This is an optimization exercise on Yosys and OpenROAD, whose aim is small area and few clock cycles per item, not a production implementation. RTL that was checked went through simulation tests only; none was proved equivalent to the original.

==> flow/design.v (excerpt) <==
module mac_prime2r #(
  parameter int MAX_TERMS = 1024,
  parameter int CNT_W     = 11
) (
  input  logic         clk,
  input  logic         rst_n,
  input  logic         in_valid,
  output logic         in_ready,
  input  logic         in_last,
  input  logic [23:0]  a,
  input  logic [23:0]  b,
  output logic         out_valid,
  input  logic         out_ready,
  output logic [69:0]  c,
  output logic         err
);
clock: 8.0 ns
lec_check: 0
cap_margin: 20
core_margin: 2
core_utilization: 40
gpl_timing_driven: 0
slew_margin: 20
synth_hierarchical: 1
standard.sh (not shown) runs the stock make flow with config.mk's settings and CLKGATE_MAP_FILE= SYNTH_SCRIPT=/design/flow/synth_recipe.tcl, a recipe that flattens the netlist after the stock synthesis.
==> flow/flow/run.sh <==
#!/bin/bash
# Own layout flow: the standard flow (standard.sh), with the standard
# synthesis unchanged, then the layout steps with a few extra ORFS settings
# read from flow/knobs.txt (one VAR=value per line):
#  - port buffers are plain buffers instead of the default delay-cell choice,
#  - optional extra repair/recovery settings.
# Each step's full output goes to its own log file in this folder.
set -euo pipefail
here=$(pwd)
knobs=()
if [[ -f flow/knobs.txt ]]; then
  while IFS= read -r line; do
    [[ -z "$line" || "$line" == \#* ]] && continue
    knobs+=("$line")
  done < flow/knobs.txt
fi
bash standard.sh synth > "$here/flow_synth.log" 2>&1
bash standard.sh "${knobs[@]}" finish > "$here/flow_layout.log" 2>&1
test -s out/final.def
==> flow/flow/knobs.txt <==
BUFFER_PORTS_ARGS=-buffer_cell sky130_fd_sc_hd__buf_1
Testbench counts at the start, summed over its fixed seeds: cycles 31,914, items 31,906.
Edit:
--- a/flow/design.v
+++ b/flow/design.v
@@ -36,24 +36,21 @@
   assign b_ext = {1'b0, b, 1'b0};         
   for (genvar k = 0; k < 12; k++) begin : g_booth
     assign bo_neg[k] = b_ext[2*k+2];
     for (genvar e = 0; e < 1; e++) begin : g_enc
       mac_benc u_enc (.b2(b_ext[2*k+2]), .b1(b_ext[2*k+1]), .b0(b_ext[2*k]),
                       .none(bo_none[k*1+e]), .ntwo(bo_ntwo[k*1+e]));
     end
   end
   logic [23:0] na [3];
-  logic [2:0] xfer_g;
   for (genvar g = 0; g < 3; g++) begin : g_na
-    mac_xfer u_xfer (.in_valid(in_valid), .out_valid(out_valid_r), .out_ready(out_ready),
-                     .xfer(xfer_g[g]));
     for (genvar i = 0; i < 24; i++) begin : g_bit
-      mac_nand2 u_nand (.x(a[i]), .y(xfer_g[g]), .z(na[g][i]));
+      mac_nand2 u_nand (.x(a[i]), .y(in_xfer_s), .z(na[g][i]));
     end
   end
   logic [299:0] nbp;
   for (genvar k = 0; k < 12; k++) begin : g_row
     assign nbp[k*25]    = ~((~na[k/4][0] & ~bo_none[k*1]) ^ bo_neg[k]);
     assign nbp[k*25+24] = ~((~na[k/4][23] & ~bo_ntwo[k*1+0]) ^ bo_neg[k]);
     for (genvar i = 1; i < 24; i++) begin : g_sel
       localparam int E = (i * 1) / 24;
       logic sel;
@@ -761,27 +758,27 @@
   assign cy[41] = cg[84];
   assign cy[42] = cg[63];
   assign cy[43] = cg[85];
   assign cy[44] = cg[53];
   assign cy[45] = cg[86];
   assign cy[46] = cg[64];
   assign cy[47] = cg[87];
   assign cy[48] = cg[46];
   assign sum_s[47:0] = ~(pg ^ cy[47:0]);
-  logic [1:0] inc_hi;
-  for (genvar j = 0; j < 2; j++) begin : g_inc
-    mac_nmaj u_maj (.x(fc[255]), .y(fc[301]), .z(cy[48]), .m(inc_hi[j]));
-  end
+  logic [2:0] top_w;
+  logic       inc_hi;
+  assign top_w = {2'b0, ~fc[255]} + {2'b0, ~fc[301]} + {2'b0, ~cy[48]};
+  assign inc_hi = top_w[1];
   logic [69:48] x_hi, x_hi_inc;
   assign x_hi = acc_r[69:48] & {22{acc_keep_s}};
   assign x_hi_inc = x_hi + 1'b1;
   for (genvar i = 48; i < 70; i++) begin : g_hi
-    mac_mux2 u_mux (.s(inc_hi[(i - 48) * 2 / 22]), .a(x_hi_inc[i]), .b(x_hi[i]), .y(sum_s[i]));
+    mac_mux2 u_mux (.s(inc_hi), .a(x_hi_inc[i]), .b(x_hi[i]), .y(sum_s[i]));
   end
   always_ff @(posedge clk) begin
     acc_r <= sum_s;
   end
   always_ff @(posedge clk or negedge rst_n) begin
     if (!rst_n) begin
       out_valid_r <= 1'b0;
       clr_r       <= 1'b1;
     end else begin
@@ -814,34 +811,18 @@
   input  logic b2,
   input  logic b1,
   input  logic b0,
   output logic none,
   output logic ntwo
 );
   assign none = ~(b1 ^ b0);
   assign ntwo = ~((b2 & ~b1 & ~b0) | (~b2 & b1 & b0));
 endmodule
-module mac_xfer (
-  input  logic in_valid,
-  input  logic out_valid,
-  input  logic out_ready,
-  output logic xfer
-);
-  assign xfer = in_valid & (~out_valid | out_ready);
-endmodule
-module mac_nmaj (
-  input  logic x,
-  input  logic y,
-  input  logic z,
-  output logic m
-);
-  assign m = ~((x & y) | (z & (x | y)));
-endmodule
 module mac_nand2 (
   input  logic x,
   input  logic y,
   output logic z
 );
   assign z = ~(x & y);
 endmodule
 module mac_o22ai (
   input  logic a1,
=> First-iteration DRC count goes down by 1.2%. Final area is higher by 2.0%. Area after synthesis stays flat. Non-clock buffer count went up by 3. Clock-buffer cell count does not change. Critical path depth rose by 2.
Function not checked in the second run of this note: the RTL went through the layout flow alone.

alpha:
Another version of the RTL of mac_prime2r (not shown whole).
Size in the first run: ~83 flip-flops, about 17000 µm² of cells after synthesis.
clock: 8.0 ns
lec_check: 0
cap_margin: 0
core_margin: 2
core_utilization: 55
cts_buf_list: sky130_fd_sc_hd__clkbuf_8
gpl_timing_driven: 0
slew_margin: 0
synth_hierarchical: 1
Scripts as last shown in full above: flow/flow/run.sh, flow/flow/knobs.txt
The following lists how beta was set up differently from alpha:
--- a/flow/design.v
+++ b/flow/design.v
@@ -24,50 +24,49 @@
   logic        out_valid_r;
   logic        clr_r;         
   assign in_ready   = ~out_valid_r | out_ready;
   assign in_xfer_s  = in_valid & in_ready;
   assign acc_keep_s = ~((out_valid_r & out_ready) | clr_r);
   assign out_valid  = out_valid_r;
   assign c          = acc_r;
   logic [47:0] nacc;
   assign nacc = ~(acc_r[47:0] & {48{acc_keep_s}});
   logic [11:0] bo_neg;
-  logic [11:0] bo_none, bo_ntwo, bo_nneg;    
+  logic [11:0] bo_none, bo_ntwo;    
   logic [25:0] b_ext;
   assign b_ext = {1'b0, b, 1'b0};         
   for (genvar k = 0; k < 12; k++) begin : g_booth
     assign bo_neg[k] = b_ext[2*k+2];
     for (genvar e = 0; e < 1; e++) begin : g_enc
       mac_benc u_enc (.b2(b_ext[2*k+2]), .b1(b_ext[2*k+1]), .b0(b_ext[2*k]),
-                      .none(bo_none[k*1+e]), .ntwo(bo_ntwo[k*1+e]),
-                      .nneg(bo_nneg[k*1+e]));
+                      .none(bo_none[k*1+e]), .ntwo(bo_ntwo[k*1+e]));
     end
   end
   logic [23:0] na [3];
   logic [2:0] xfer_g;
   for (genvar g = 0; g < 3; g++) begin : g_na
     mac_xfer u_xfer (.in_valid(in_valid), .out_valid(out_valid_r), .out_ready(out_ready),
                      .xfer(xfer_g[g]));
     for (genvar i = 0; i < 24; i++) begin : g_bit
       mac_nand2 u_nand (.x(a[i]), .y(xfer_g[g]), .z(na[g][i]));
     end
   end
   logic [299:0] nbp;
   for (genvar k = 0; k < 12; k++) begin : g_row
     assign nbp[k*25]    = ~((~na[k/4][0] & ~bo_none[k*1]) ^ bo_neg[k]);
     assign nbp[k*25+24] = ~((~na[k/4][23] & ~bo_ntwo[k*1+0]) ^ bo_neg[k]);
     for (genvar i = 1; i < 24; i++) begin : g_sel
       localparam int E = (i * 1) / 24;
       logic sel;
       mac_o22ai u_sel (.a1(na[k/4][i]), .a2(bo_none[k*1+E]),
                        .b1(na[k/4][i-1]), .b2(bo_ntwo[k*1+E]), .y(sel));
-      mac_xor2 u_neg (.x(sel), .y(bo_nneg[k*1+E]), .s(nbp[k*25+i]));
+      mac_xnor u_neg (.x(sel), .y(bo_neg[k]), .s(nbp[k*25+i]));
     end
   end
   logic [23:0] nbt;
   assign nbt = ~(~na[2] & {24{b[23]}});
   logic [301:0] fs, fc;
   logic [7:0] hs, hc;
   logic [31:0] ns, nc;
   mac_xnor u_nhs0 (.x(nacc[22]), .y(~bo_neg[11]), .s(ns[0]));
   mac_or u_nhc0 (.x(nacc[22]), .y(~bo_neg[11]), .c(nc[0]));
   mac_xnor u_nhs1 (.x(nacc[23]), .y(nbp[23]), .s(ns[1]));
@@ -714,29 +713,29 @@
   assign cy[40] = cg[75];
   assign cy[41] = cg[76];
   assign cy[42] = cg[77];
   assign cy[43] = cg[78];
   assign cy[44] = cg[79];
   assign cy[45] = cg[80];
   assign cy[46] = cg[81];
   assign cy[47] = cg[82];
   assign cy[48] = cg[46];
   assign sum_s[47:0] = ~(pg ^ cy[47:0]);
-  logic [3:0] inc_hi;
-  for (genvar j = 0; j < 4; j++) begin : g_inc
+  logic [1:0] inc_hi;
+  for (genvar j = 0; j < 2; j++) begin : g_inc
     mac_nmaj u_maj (.x(fc[255]), .y(fc[301]), .z(cy[48]), .m(inc_hi[j]));
   end
   logic [69:48] x_hi, x_hi_inc;
   assign x_hi = acc_r[69:48] & {22{acc_keep_s}};
   assign x_hi_inc = x_hi + 1'b1;
   for (genvar i = 48; i < 70; i++) begin : g_hi
-    mac_mux2 u_mux (.s(inc_hi[(i - 48) * 4 / 22]), .a(x_hi_inc[i]), .b(x_hi[i]), .y(sum_s[i]));
+    mac_mux2 u_mux (.s(inc_hi[(i - 48) * 2 / 22]), .a(x_hi_inc[i]), .b(x_hi[i]), .y(sum_s[i]));
   end
   always_ff @(posedge clk) begin
     acc_r <= sum_s;
   end
   always_ff @(posedge clk or negedge rst_n) begin
     if (!rst_n) begin
       out_valid_r <= 1'b0;
       clr_r       <= 1'b1;
     end else begin
       out_valid_r <= (in_xfer_s & in_last) | (out_valid_r & ~out_ready);
@@ -762,33 +761,24 @@
       end
     end
   end
   assign err = err_r;
 endmodule
 module mac_benc (
   input  logic b2,
   input  logic b1,
   input  logic b0,
   output logic none,
-  output logic ntwo,
-  output logic nneg
+  output logic ntwo
 );
   assign none = ~(b1 ^ b0);
   assign ntwo = ~((b2 & ~b1 & ~b0) | (~b2 & b1 & b0));
-  assign nneg = ~b2;
-endmodule
-module mac_xor2 (
-  input  logic x,
-  input  logic y,
-  output logic s
-);
-  assign s = x ^ y;
 endmodule
 module mac_xfer (
   input  logic in_valid,
   input  logic out_valid,
   input  logic out_ready,
   output logic xfer
 );
   assign xfer = in_valid & (~out_valid | out_ready);
 endmodule
 module mac_nmaj (
- beta vs. alpha: worst hold slack across all endpoints rose by 0.0072 ns, synthesized cell count went down 16, clock latency on the worst-skew pair did not really move.
- Final critical delay including setup and external delays: beta vs alpha down 0.051 ns
- beta has more setup slack than alpha.
- Compared with alpha, beta shows a lower post-route cell area.
- Cell count: beta lower than alpha
- Comparing beta and alpha, peak clock frequency supported by timing is lower on alpha.
- Compared with alpha, beta shows a global-route usage that is 1.9 points lower.
- Going from alpha to beta, met2 wirelength from detailed routing was more or less identical.
Function was not checked in any run of this note: the RTL went through the layout flow alone.

## re-timing with driven ports
The flow's constraints put no driver on any port. The routed layouts listed below were extracted and timed again, unchanged, in two steps. Step 1 assumes that a clkbuf_16 drives the clock port and a buf_2 every other input. Step 2 also shifts input and output timing later by t, the mid clock arrival at the registers, as if the neighbouring blocks saw the same clock. Three values: ideal ports, drivers, drivers and shift; two values: the first two.
run	t, ns	setup slack, ns	worst hold slack (ns)	worst setup path at the end	worst slew at a driven data input, ns
the first run of note 1	0.435	0.128 / 0.125 / -0.310	0.469 / 0.469 / 0.469	input to register	0.06
the second run of note 1	0.452	0.160 / 0.161 / -0.290	0.495 / 0.495 / 0.495	input to register	0.11
alpha	0.484	0.158 / 0.187 / -0.297	0.474 / 0.474 / 0.474	input to register	0.05
beta	0.474	0.209 / 0.235 / -0.239	0.481 / 0.481 / 0.481	input to register	0.07
With both steps, setup timing fails in every run listed, where it was met with ideal ports. The setup slack of alpha, which loses most, moves by +0.029 ns with the drivers and by -0.455 ns with both steps.
